What follows belongs to an exercise in optimizing a design on an open flow for a short achievable clock period and few clock cycles; a production flow would make more cautious choices. In this exercise RTL edits were held to simulation tests only and were not proved equivalent to the original. Power figures rest on the tool's default switching activity, not on a simulated workload.

==> flow/design.v (excerpt) <==
module grid_line_path_walker #(
   parameter int COORD_BITS = 8
) (
   input  logic                  clock,
   input  logic                  reset,
   input  logic                  req_valid,
   output logic                  req_stall,
   input  logic                  req_command,
   input  logic [COORD_BITS-1:0] req_start_y,
   input  logic [COORD_BITS-1:0] req_start_x,
   input  logic [COORD_BITS-1:0] req_end_y,
   input  logic [COORD_BITS-1:0] req_end_x,
   input  logic                  req_pass_through,
   input  logic                  req_info_mode,
   input  logic                  req_stop_at_occupant,
   input  logic                  req_cell_projectable,
   input  logic                  req_cell_believed_wall,
   input  logic                  req_cell_occupied,
   output logic                  rsp_valid,
   input  logic                  rsp_stall,
   output logic [COORD_BITS-1:0] rsp_grid_y,
   output logic [COORD_BITS-1:0] rsp_grid_x,
   output logic                  rsp_grid_valid,
   output logic                  rsp_path_done,
   output logic [glpw_pkg::LEN_W-1:0] rsp_path_length,
   input  logic                  csr_psel,
   input  logic                  csr_penable,
   input  logic                  csr_pwrite,
   input  logic [glpw_pkg::CSR_ADDR_W-1:0] csr_paddr,
   input  logic [glpw_pkg::CSR_DATA_W-1:0] csr_pwdata,
   output logic [glpw_pkg::CSR_DATA_W-1:0] csr_prdata,
   output logic                  csr_pready
);
   localparam int CB = COORD_BITS;
  ...
clock: 10.5 ns
lec_check: 0
cap_margin: 20
core_margin: 2
core_utilization: 40
slew_margin: 20
standard.sh (not shown) runs the stock make flow with config.mk's settings and CLKGATE_MAP_FILE= SYNTH_SCRIPT=/design/flow/synth_recipe.tcl, a recipe that flattens the netlist after the stock synthesis.
==> flow/flow/run.sh <==
#!/bin/bash
set -euo pipefail
bash standard.sh SETUP_SLACK_MARGIN=6.0 finish > orfs_make.log 2>&1
The starting point completed without violations.
Testbench counts at the start, summed over its fixed seeds: cycles 46,506.
Rerun with:
==> flow/run.sh (new file) <==
#!/bin/bash
# synth_recipe.tcl (not shown) runs the flow's synth.tcl, then flattens the netlist and writes it again
# the make line also repeats each setting of config.mk as NAME=value (left out here)
make -C /OpenROAD-flow-scripts/flow DESIGN_CONFIG=/design/flow/config.mk WORK_HOME=/design/flow/orfs CLKGATE_MAP_FILE= SYNTH_SCRIPT=/design/flow/synth_recipe.tcl finish
Settings changed: SETUP_SLACK_MARGIN from default to 5.
removed: flow/flow/run.sh
removed: flow/standard.sh
Outcome:
- via count came out lower by about 3%
- setup slack is worse by 390 ps
- final area falls by about 7.5%
Rerun with:
Settings changed: SETUP_SLACK_MARGIN 5 to default.
Result:
- clock skew came out lower by 7.6 ps
- power came out lower by 1.8%
- first-iteration DRC count came out lower by 2.5%
- final area came out lower by 2.6%
- routed wire length came out lower by 3.4%
- synthesized cell count does not change
- critical path depth does not change
- clock-buffer cell count came out higher by 5
- fmax came out lower by 20%

* * *

Another version of the RTL of grid_line_path_walker (not shown whole).
Size: ~2,200 cells after synthesis, about 200 flip-flops, roughly 21,000 sq um of cells after synthesis.
export LEC_CHECK = 0
export CAP_MARGIN = 20
export CORE_MARGIN = 2
export CORE_UTILIZATION = 40
export SLEW_MARGIN = 20
create_clock -name core_clock -period 10.5 [get_ports {clock}]
==> flow/flow/run.sh <==
#!/bin/bash
set -euo pipefail
bash standard.sh SETUP_SLACK_MARGIN=6.2 finish > orfs_make.log 2>&1
The starting point completed with no timing, DRC or antenna violations.
Testbench counts at the start, summed over its fixed seeds: cycles 46,506.
Rerun with:
==> flow/flow/run.sh (replaced) <==
#!/bin/bash
set -euo pipefail
bash standard.sh SETUP_SLACK_MARGIN=6.6 finish > orfs_make.log 2>&1
What happened: Via count went up by 2.3%; fmax rises by about 0.4%; final area rises by about 5%; total power increases by 8.6%.

* * *

Another version of the RTL of grid_line_path_walker (not shown whole).
For scale: ~140 I/O pins, roughly 15000 um2 of cells after synthesis.
export LEC_CHECK = 0
export CAP_MARGIN = 20
export CORE_MARGIN = 2
export CORE_UTILIZATION = 40
export SLEW_MARGIN = 20
export SYNTH_HIERARCHICAL = 1
create_clock -name core_clock -period 10.5 [get_ports {clock}]
==> flow/flow/run.sh <==
#!/bin/bash
set -euo pipefail
bash standard.sh SETUP_SLACK_MARGIN=6.6 finish > orfs_make.log 2>&1
The starting point passed the timing, DRC and antenna checks.
Testbench counts at the start, summed over its fixed seeds: cycles 46,506.
Rerun with:
==> flow/flow/run.sh (replaced) <==
#!/bin/bash
set -euo pipefail
PINS='-group_pins {csr_prdata[0] csr_prdata[1] csr_prdata[2] csr_prdata[3] csr_paddr[2] csr_prdata[4] csr_prdata[5] csr_prdata[6] csr_prdata[7]} -group_pins {rsp_stall req_stall}'
bash standard.sh "PLACE_PINS_ARGS=$PINS" SETUP_SLACK_MARGIN=6.6 finish > orfs_make.log 2>&1
What happened: The changed run completed without violations. Via count rose by 0.92%. Clock-buffer cell count came out higher by 1. Synthesized cell count stays the same. Final area rose by 1.1%. Register-to-register slack is worse by 30 ps. Core utilization rose by 0.53 points. First-iteration DRC count increases by 14%. Hold slack barely changes. Synthesized area is unchanged. Power went up by 1.7%. Combinational power hardly moves.
Rerun with:
==> flow/flow/run.sh (replaced) <==
#!/bin/bash
set -euo pipefail
bash standard.sh SETUP_SLACK_MARGIN=6.6 finish > orfs_make.log 2>&1
CORE_UTILIZATION = 70   (was 40)
Outcome: Area after synthesis stays the same; worst setup slack hardly moves; via count went up by 6.6%; combinational power stays flat.

* * *

Setup of indigo:
Another version of the RTL of grid_line_path_walker (not shown whole).
Size: ~1300 cells after synthesis.
clock: 10.5 ns
lec_check: 0
cap_margin: 20
core_margin: 2
core_utilization: 70
slew_margin: 20
==> flow/flow/run.sh <==
#!/bin/bash
set -euo pipefail
bash standard.sh SETUP_SLACK_MARGIN=6.6 finish > orfs_make.log 2>&1
Testbench counts of indigo, summed over its fixed seeds: cycles 46,506.
For cedar, these inputs were changed with respect to indigo:
- swapping 70 for 40 in CORE_UTILIZATION
==> comparison <==
All of cedar and indigo finish clean.
cedar vs. indigo: portion of the clock cycle consumed by the worst path in the final layout went down 0.65 points; number of combinational gates with multiple inputs held; minimum period implied by the final worst setup slack went down 0.068 ns; die area went up 73%; routed wire length went down 23%.
Final cell count ends up lower on indigo.
When the final numbers for cedar and indigo were put side by side, the combinational cell power turned out to be smaller in cedar.
Final-layout clock-cell area share, cedar and indigo, lower one = indigo.

==> port drivers added, routing unchanged <==
The results above use ideal ports. As a check the final layouts listed here were re-extracted and re-timed, cells and wires unchanged. Step 1 (the two cells are an assumption about what drives the block):
set clk [get_ports {clock}]
set_driving_cell -lib_cell sky130_fd_sc_hd__clkbuf_16 $clk
set_driving_cell -lib_cell sky130_fd_sc_hd__buf_2 [delete_from_list [all_inputs] $clk]
Step 2, shift: input delay + t, output delay - t, t = (earliest + latest rising clock arrival at the registers) / 2. This alone moves slack from input paths to output paths. Three values: ideal ports, drivers, drivers and shift; two values: the first two.
run	shift t [ns]	setup WS [ns]	hold slack, ns	worst setup path at the end	latest minus earliest clock arrival (ns)
the first run of note 1	0.616	5.413 / 5.363 / 5.497	0.422 / 0.422 / 0.422	input to register	0.020 / 0.020
the second run of note 1	0.603	5.022 / 4.976 / 4.679	0.432 / 0.432 / 0.432	input to register	0.032 / 0.032
the third run of note 1	0.603	3.655 / 3.608 / 4.211	0.429 / 0.429 / 0.429	register to output	0.023 / 0.024
the first run of note 2	0.574	5.184 / 5.176 / 4.602	0.454 / 0.454 / 0.454	input to register	0.010 / 0.010
the second run of note 2	0.567	5.207 / 5.178 / 4.611	0.453 / 0.453 / 0.453	input to register	0.018 / 0.018
the first run of note 3	0.483	5.950 / 5.835 / 5.835	0.493 / 0.493 / 0.493	input to output	0.018 / 0.018
the second run of note 3	0.487	5.947 / 5.900 / 5.900	0.492 / 0.492 / 0.492	input to output	0.011 / 0.011
the third run of note 3	0.486	5.947 / 5.899 / 5.899	0.498 / 0.498 / 0.498	input to output	0.014 / 0.013
indigo	0.508	5.883 / 5.825 / 5.502	0.517 / 0.517 / 0.517	input to register	0.023 / 0.023
cedar	0.476	5.951 / 5.903 / 5.531	0.479 / 0.479 / 0.479	input to register	0.013 / 0.013
After both steps every run listed still meets setup and hold. For the second run of note 2, which loses most, drivers alone change the setup slack by -0.029 ns; drivers and shift together by -0.596 ns.
